Background: an optimization exercise with open tools, aiming at small area, a short achievable clock period and few clock cycles per item. Do not read the settings as production practice.
Function was checked by simulation only, so behaviour that the tests miss may differ from the original.

## yuvToRgb
module yuvToRgb (
	input logic Clock,
	input logic resetn,
	input logic start,
	input logic [15:0] readData,
	output logic done,
	output logic [17:0] sramAddress,
	output logic [15:0] sramWriteData,
	output logic sramWeN
);
For scale: ~1,800 cells after synthesis, about 390 flip-flops, about 55 I/O pins.
Settings: LEC_CHECK=0, CAP_MARGIN=20, CORE_MARGIN=2, CORE_UTILIZATION=40, CTS_CLUSTER_DIAMETER=100, CTS_CLUSTER_SIZE=25, SETUP_SLACK_MARGIN=5, SLEW_MARGIN=20, SYNTH_HIERARCHICAL=1, SYNTH_MINIMUM_KEEP_SIZE=0; clock period 12.0 ns.
standard.sh (not shown) runs the stock make flow with config.mk's settings and CLKGATE_MAP_FILE= SYNTH_SCRIPT=/design/flow/synth_recipe.tcl, a recipe that flattens the netlist after the stock synthesis.
==> flow/flow/run.sh <==
#!/bin/bash
set -euo pipefail
bash standard.sh SETUP_SLACK_MARGIN=8.7 "BUFFER_PORTS_ARGS=-buffer_cell sky130_fd_sc_hd__buf_2" finish > standard.log 2>&1
Testbench counts at the start, summed over its fixed seeds: cycles 26,144, rows 32.
Then changed:
==> flow/flow/run.sh (replaced) <==
#!/bin/bash
set -euo pipefail
bash standard.sh SETUP_SLACK_MARGIN=8.0 "BUFFER_PORTS_ARGS=-buffer_cell sky130_fd_sc_hd__buf_2" finish > standard.log 2>&1
Wire length went down by 4.0%.
Clock skew went down by 0.011 ns.
Clock-buffer cell count went down by 2.
Global-route usage went down by 0.69 points.
Critical path depth went up by 9.
Setup slack gets worse by 0.24 ns.

========
yuvToRgb, a different RTL version from the one above (not shown whole).
For scale: ~1900 cells after synthesis, roughly 55 I/O pins.
==> flow/config.mk <==
export PLATFORM = sky130hd
export DESIGN_NAME = yuvToRgb
export DESIGN_NICKNAME = yuvToRgb
export VERILOG_FILES = /design/flow/design.v
export SDC_FILE = /design/flow/constraint.sdc
export NUM_CORES = 4
export LEC_CHECK = 0
export CAP_MARGIN = 20
export CORE_MARGIN = 2
export CORE_UTILIZATION = 55
export CTS_CLUSTER_DIAMETER = 100
export CTS_CLUSTER_SIZE = 25
export SETUP_SLACK_MARGIN = 5
export SLEW_MARGIN = 20
export SYNTH_HIERARCHICAL = 1
export SYNTH_MINIMUM_KEEP_SIZE = 0
==> flow/constraint.sdc <==
create_clock -name core_clock -period 12.0 [get_ports {Clock}]
set_input_delay 2.4000 -clock core_clock [delete_from_list [all_inputs] [get_ports {Clock}]]
set_output_delay 2.4000 -clock core_clock [all_outputs]
set_load 0.01 [all_outputs]
==> flow/flow/run.sh <==
#!/bin/bash
set -euo pipefail
bash standard.sh SETUP_SLACK_MARGIN=8.5 "BUFFER_PORTS_ARGS=-buffer_cell sky130_fd_sc_hd__buf_2" finish > standard.log 2>&1
Testbench counts at the start, summed over its fixed seeds: cycles 26,144, rows 32.
Then changed:
CORE_UTILIZATION = 40   (was 55)
Outcome: Non-clock buffer count came out lower by 9. Area after synthesis does not change. Setup slack degrades by 0.011 ns. Clock-buffer cell count came out higher by 1. Cell count came out higher by 8.8%. Wire length came out lower by 1.8%. Fmax came out lower by about 0.33%. Die area came out higher by 37%.
Then changed:
CTS_CLUSTER_DIAMETER = 90   (was 100)
CTS_CLUSTER_SIZE = 35   (was 25)
The changed run finished clean. Global-route usage is about the same. Sequential share of layout area is lower by 0.17 points. Non-clock buffer count came out higher by 3. Routed wire length increases slightly.

========
JK:
Another version of the RTL of yuvToRgb (not shown whole).
Size: roughly 1,900 cells after synthesis, roughly 400 flip-flops, roughly 55 I/O pins, ~23,000 µm² of cells after synthesis.
==> flow/config.mk <==
export PLATFORM = sky130hd
export DESIGN_NAME = yuvToRgb
export DESIGN_NICKNAME = yuvToRgb
export VERILOG_FILES = /design/flow/design.v
export SDC_FILE = /design/flow/constraint.sdc
export NUM_CORES = 4
export LEC_CHECK = 0
export CAP_MARGIN = 20
export CORE_MARGIN = 2
export CORE_UTILIZATION = 40
export SETUP_SLACK_MARGIN = 5
export SLEW_MARGIN = 20
export SYNTH_HIERARCHICAL = 1
export SYNTH_MINIMUM_KEEP_SIZE = 0
==> flow/constraint.sdc <==
create_clock -name core_clock -period 12.0 [get_ports {Clock}]
set_input_delay 2.4000 -clock core_clock [delete_from_list [all_inputs] [get_ports {Clock}]]
set_output_delay 2.4000 -clock core_clock [all_outputs]
set_load 0.01 [all_outputs]
run.sh (not shown) runs the stock make flow with config.mk's settings and CLKGATE_MAP_FILE= SYNTH_SCRIPT=/design/flow/synth_recipe.tcl, a recipe that flattens the netlist after the stock synthesis.
Stock flow here: none of the scripts above is used.
Testbench counts of JK, summed over its fixed seeds: cycles 26,144, rows 32.
### JK -> MS
# JK
export LEC_CHECK = 0
export CAP_MARGIN = 20
export CORE_MARGIN = 2
export CORE_UTILIZATION = 40
export SETUP_SLACK_MARGIN = 5
export SLEW_MARGIN = 20
export SYNTH_HIERARCHICAL = 1
export SYNTH_MINIMUM_KEEP_SIZE = 0
create_clock -name core_clock -period 12.0 [get_ports {Clock}]
# MS
export LEC_CHECK = 0
export CAP_MARGIN = 20
export CORE_MARGIN = 2
export CORE_UTILIZATION = 60
export SETUP_SLACK_MARGIN = 5
export SLEW_MARGIN = 20
export SYNTH_HIERARCHICAL = 1
export SYNTH_MINIMUM_KEEP_SIZE = 0
create_clock -name core_clock -period 12.0 [get_ports {Clock}]
==> flow/flow/run.sh (new file) <==
#!/bin/bash
set -euo pipefail
bash standard.sh SETUP_SLACK_MARGIN=8.4 "BUFFER_PORTS_ARGS=-buffer_cell sky130_fd_sc_hd__buf_2" finish > standard.log 2>&1
==> flow/standard.sh (new file) <==
#!/bin/bash
# synth_recipe.tcl (not shown) runs the flow's synth.tcl, then flattens the netlist and writes it again
# the make line also repeats each setting of config.mk as NAME=value (left out here)
make -C /OpenROAD-flow-scripts/flow DESIGN_CONFIG=/design/flow/config.mk WORK_HOME=/design/flow/orfs CLKGATE_MAP_FILE= SYNTH_SCRIPT=/design/flow/synth_recipe.tcl "${@:-finish}"
removed: flow/run.sh
--- outcome ---
- The core of MS is more densely filled than that of JK.
- Diff JK and MS: clock-buffer cell count lower in MS
- Where register-to-register slack is concerned, JK is outperformed by MS.
- Compared with JK, MS shows a higher peak clock frequency supported by timing.
- In the flow results for JK and MS, the overall track demand over capacity in global routing is larger on MS.

========
Starting RTL as in the previous note.
Settings: LEC_CHECK=0, CAP_MARGIN=20, CORE_MARGIN=2, CORE_UTILIZATION=40, SETUP_SLACK_MARGIN=5, SLEW_MARGIN=20, SYNTH_HIERARCHICAL=1, SYNTH_MINIMUM_KEEP_SIZE=0; clock period 12.0 ns.
standard.sh (not shown) runs the stock make flow with config.mk's settings and CLKGATE_MAP_FILE= SYNTH_SCRIPT=/design/flow/synth_recipe.tcl, a recipe that flattens the netlist after the stock synthesis.
==> flow/flow/run.sh <==
#!/bin/bash
# The standard layout, with plain buffers (buf_2) on the ports instead of the
# delay buffers that buffer_ports picks by default.
set -e
export BUFFER_PORTS_ARGS="-buffer_cell sky130_fd_sc_hd__buf_2"
bash standard.sh > standard.log 2>&1
The baseline completed without violations.
Testbench counts at the start, summed over its fixed seeds: cycles 26,144, rows 32.
==> next run, changes <==
==> flow/flow/run.sh (replaced) <==
#!/bin/bash
set -euo pipefail
bash standard.sh SETUP_SLACK_MARGIN=8.4 "BUFFER_PORTS_ARGS=-buffer_cell sky130_fd_sc_hd__buf_2" finish > standard.log 2>&1
Final area increases by about 1.7%; via count rises by 0.89%; global-route usage is higher by 0.42 points; register-to-register slack improved by 0.67 ns; cell count is higher by about 1.7%.

========
yuvToRgb with an RTL version that a note above also has.
For scale: about 55 I/O pins, about 23000 um2 of cells after synthesis.
==> flow/config.mk <==
export PLATFORM = sky130hd
export DESIGN_NAME = yuvToRgb
export DESIGN_NICKNAME = yuvToRgb
export VERILOG_FILES = /design/flow/design.v
export SDC_FILE = /design/flow/constraint.sdc
export NUM_CORES = 4
export LEC_CHECK = 0
export CAP_MARGIN = 20
export CORE_MARGIN = 2
export CORE_UTILIZATION = 40
export SETUP_SLACK_MARGIN = 5
export SLEW_MARGIN = 20
export SYNTH_HIERARCHICAL = 1
export SYNTH_MINIMUM_KEEP_SIZE = 0
==> flow/constraint.sdc <==
create_clock -name core_clock -period 12.0 [get_ports {Clock}]
set_input_delay 2.4000 -clock core_clock [delete_from_list [all_inputs] [get_ports {Clock}]]
set_output_delay 2.4000 -clock core_clock [all_outputs]
set_load 0.01 [all_outputs]
==> flow/flow/run.sh <==
#!/bin/bash
set -euo pipefail
bash standard.sh SETUP_SLACK_MARGIN=8.4 "BUFFER_PORTS_ARGS=-buffer_cell sky130_fd_sc_hd__buf_2" finish > standard.log 2>&1
Testbench counts at the start, summed over its fixed seeds: cycles 26,144, rows 32.
Next try:
--- a/flow/config.mk
+++ b/flow/config.mk
@@ -6,4 +6,5 @@
 export NUM_CORES = 4
 export LEC_CHECK = 0
+export ABC_AREA = 1
 export CAP_MARGIN = 20
 export CORE_MARGIN = 2
Outcome: The new run finished with timing, DRC and antenna clean. Setup slack is better by 0.022 ns. Sequential share of layout area is lower by 0.67 points. Area after synthesis climbs by 3.0%.
Next try:
--- a/flow/config.mk
+++ b/flow/config.mk
@@ -6,8 +6,9 @@
 export NUM_CORES = 4
 export LEC_CHECK = 0
-export ABC_AREA = 1
 export CAP_MARGIN = 20
 export CORE_MARGIN = 2
 export CORE_UTILIZATION = 40
+export CTS_CLUSTER_DIAMETER = 120
+export CTS_CLUSTER_SIZE = 30
 export SETUP_SLACK_MARGIN = 5
 export SLEW_MARGIN = 20
Die area drops by 2.9%.
Next try:
--- a/flow/config.mk
+++ b/flow/config.mk
@@ -9,5 +9,5 @@
 export CORE_MARGIN = 2
 export CORE_UTILIZATION = 40
-export CTS_CLUSTER_DIAMETER = 120
+export CTS_CLUSTER_DIAMETER = 80
 export CTS_CLUSTER_SIZE = 30
 export SETUP_SLACK_MARGIN = 5
Result:
- sequential share of layout area drops by 0.50 points
- global-route usage barely changes
- first-iteration DRC count drops by a few percent
- worst setup slack loses 0.014 ns
- routed wire length hardly moves
- worst hold slack loses 0.0034 ns
- count of clock-buffer cells in the layout climbs by 1
- via count barely changes
- non-clock buffer count climbs by 2
- final area climbs slightly
Next try:
--- a/flow/config.mk
+++ b/flow/config.mk
@@ -9,6 +9,6 @@
 export CORE_MARGIN = 2
 export CORE_UTILIZATION = 40
-export CTS_CLUSTER_DIAMETER = 80
-export CTS_CLUSTER_SIZE = 30
+export CTS_CLUSTER_DIAMETER = 100
+export CTS_CLUSTER_SIZE = 25
 export SETUP_SLACK_MARGIN = 5
 export SLEW_MARGIN = 20
=>
- via count stays flat
- setup slack loses 0.019 ns
- final area fell by 0.90%
- clock skew went down by 0.0054 ns
- register-to-register slack gets worse by 0.06 ns
- cell count is lower by 0.49%
- routed wire length hardly moves

========
## tundra
yuvToRgb, a different RTL version from the one above (not shown whole).
Size in the first run: ~55 I/O pins, about 22000 um2 of cells after synthesis.
export LEC_CHECK = 0
export ABC_CLOCK_PERIOD_IN_PS = 3500
export CAP_MARGIN = 20
export CORE_MARGIN = 2
export CORE_UTILIZATION = 40
export CTS_CLUSTER_DIAMETER = 100
export CTS_CLUSTER_SIZE = 25
export SETUP_SLACK_MARGIN = 5
export SLEW_MARGIN = 20
export SYNTH_HIERARCHICAL = 1
export SYNTH_MINIMUM_KEEP_SIZE = 0
create_clock -name core_clock -period 12.0 [get_ports {Clock}]
==> flow/flow/run.sh <==
#!/bin/bash
set -euo pipefail
bash standard.sh SETUP_SLACK_MARGIN=8.5 "BUFFER_PORTS_ARGS=-buffer_cell sky130_fd_sc_hd__buf_2" finish > standard.log 2>&1
Testbench counts of tundra, summed over its fixed seeds: cycles 26,144, rows 32.
Modified inputs, violet compared to tundra
# tundra
export LEC_CHECK = 0
export ABC_CLOCK_PERIOD_IN_PS = 3500
export CAP_MARGIN = 20
export CORE_MARGIN = 2
export CORE_UTILIZATION = 40
export CTS_CLUSTER_DIAMETER = 100
export CTS_CLUSTER_SIZE = 25
export SETUP_SLACK_MARGIN = 5
export SLEW_MARGIN = 20
export SYNTH_HIERARCHICAL = 1
export SYNTH_MINIMUM_KEEP_SIZE = 0
create_clock -name core_clock -period 12.0 [get_ports {Clock}]
# violet
export LEC_CHECK = 0
export CAP_MARGIN = 20
export CORE_MARGIN = 2
export CORE_UTILIZATION = 40
export CTS_CLUSTER_DIAMETER = 100
export CTS_CLUSTER_SIZE = 25
export SETUP_SLACK_MARGIN = 5
export SLEW_MARGIN = 20
export SYNTH_HIERARCHICAL = 1
export SYNTH_MINIMUM_KEEP_SIZE = 0
create_clock -name core_clock -period 12.0 [get_ports {Clock}]
==> flow/flow/run.sh <==
#!/bin/bash
set -euo pipefail
bash standard.sh SETUP_SLACK_MARGIN=8.6 "BUFFER_PORTS_ARGS=-buffer_cell sky130_fd_sc_hd__buf_2" finish > standard.log 2>&1
--- outcome ---
The final layout from violet, which completed every stage, passed the timing, design-rule and antenna checks at the end of the flow. Measured against each other, tundra and violet differ in worst setup skew after layout, the lower figure coming from violet. Re later-pin clock latency in the skew report: tundra was higher than violet. Between violet and tundra, it is violet whose sequential share of cell area is lower, by 0.44 points. violet vs tundra, most common cell after layout, fill and taps aside: sky130_fd_sc_hd__fa_1 vs sky130_fd_sc_hd__dfxtp_1. tundra has a lower final cell count without fillers than violet. The area added between synthesis and finish number comes out lower for tundra vs violet.
#### Input delta (amber over violet)
==> flow/flow/run.sh <==
#!/bin/bash
set -euo pipefail
bash standard.sh SETUP_SLACK_MARGIN=8.4 "BUFFER_PORTS_ARGS=-buffer_cell sky130_fd_sc_hd__buf_2" finish > standard.log 2>&1
==> notes.md <==
amber | stages: all done | timing, DRC, antenna: all pass. Number of max-cap violations delta (amber -> violet): insignificant. amber has via count below what violet had. Hold slack across amber and violet: no real change. Changes observed in amber relative to violet: design area lower, overall routing resource usage higher, total number of clock tree sinks roughly the same, number of iterations in the first detailed-routing pass lower. amber: total of clock buffers placed in the layout 7.1% above violet. Going from violet to amber, share of the clock period used by the worst path after layout grows by 0.36 points. A slowest cell on the critical path of sky130_fd_sc_hd__dfrtp_1 is what violet shows, while sky130_fd_sc_hd__dfxtp_1 belongs to amber. Compared with violet, amber shows a net count of the finished layout that is about 2% lower.
Modified inputs, lagoon compared to amber
==> flow/flow/run.sh <==
#!/bin/bash
set -euo pipefail
bash standard.sh SETUP_SLACK_MARGIN=8.5 "BUFFER_PORTS_ARGS=-buffer_cell sky130_fd_sc_hd__buf_2" finish > standard.log 2>&1
Notes after the runs:
- amber → lagoon: post-route DRC violation count level; non-clock buffer count climbed 6; number of global-route vias before repair held steady; number of tap cells added at floorplan was more or less identical.
- The global-route wire length before repair of amber and that of lagoon are within noise of each other.
- ~same global-route usage in amber and lagoon
- In the reports for amber and lagoon, the smaller met1 layer wirelength in the final routing belongs to amber.
- Worst setup slack after layout delta for lagoon relative to amber: 0.021 ns higher
- Diff amber..lagoon | wire length | negligible
- amber ended up with sky130_fd_sc_hd__dfxtp_1 as its critical-path cell with the highest stage delay; lagoon ended up with sky130_fd_sc_hd__dfrtp_1.

## what the ideal ports hide
No port has a modelled driver above. Below, the same layouts with a new extraction and two added sets of constraints. Step 1: set_driving_cell puts a clkbuf_16 on Clock and a buf_2 on each other input, an assumption about the parent block. Step 2 also shifts input and output timing later by t, the mid clock arrival at the registers, as if the neighbouring blocks saw the same clock. a / b / c = no drivers / after step 1 / after step 2; a / b = the first two.
| run | t, ns | setup WS [ns] | clock arrival spread, ns |
|---|---|---|---|
| the first run of note 1 | 0.613 | 8.389 / 8.330 / 8.407 | 0.032 / 0.033 |
| the second run of note 1 | 0.625 | 8.152 / 8.151 / 8.151 | 0.019 / 0.019 |
| the first run of note 2 | 0.605 | 8.504 / 8.445 / 8.279 | 0.025 / 0.025 |
| the second run of note 2 | 0.597 | 8.492 / 8.437 / 8.176 | 0.027 / 0.027 |
| the third run of note 2 | 0.607 | 8.452 / 8.398 / 8.089 | 0.044 / 0.044 |
| JK | 0.609 | 7.972 / 7.918 / 7.972 | 0.032 / 0.032 |
| MS | 0.621 | 8.427 / 8.369 / 8.435 | 0.026 / 0.026 |
| the first run of note 4 | 0.620 | 7.821 / 7.821 / 7.821 | 0.037 / 0.036 |
| the second run of note 4 | 0.626 | 8.410 / 8.357 / 8.490 | 0.024 / 0.024 |
| the first run of note 5 | 0.633 | 8.392 / 8.354 / 8.349 | 0.031 / 0.031 |
| the second run of note 5 | 0.637 | 8.415 / 8.356 / 8.215 | 0.019 / 0.019 |
| the third run of note 5 | 0.596 | 8.410 / 8.356 / 8.362 | 0.033 / 0.034 |
| the fourth run of note 5 | 0.615 | 8.396 / 8.339 / 8.367 | 0.030 / 0.031 |
| the fifth run of note 5 | 0.620 | 8.376 / 8.322 / 8.376 | 0.034 / 0.034 |
| tundra | 0.612 | 8.476 / 8.420 / 8.504 | 0.034 / 0.034 |
| violet | 0.599 | 8.498 / 8.440 / 8.473 | 0.024 / 0.024 |
| amber | 0.610 | 8.455 / 8.412 / 8.455 | 0.038 / 0.038 |
| lagoon | 0.612 | 8.476 / 8.420 / 8.504 | 0.034 / 0.034 |
After both steps every run listed still meets setup and hold. The setup slack of the third run of note 2, which loses most, moves by -0.054 ns with the drivers and by -0.363 ns with both steps.
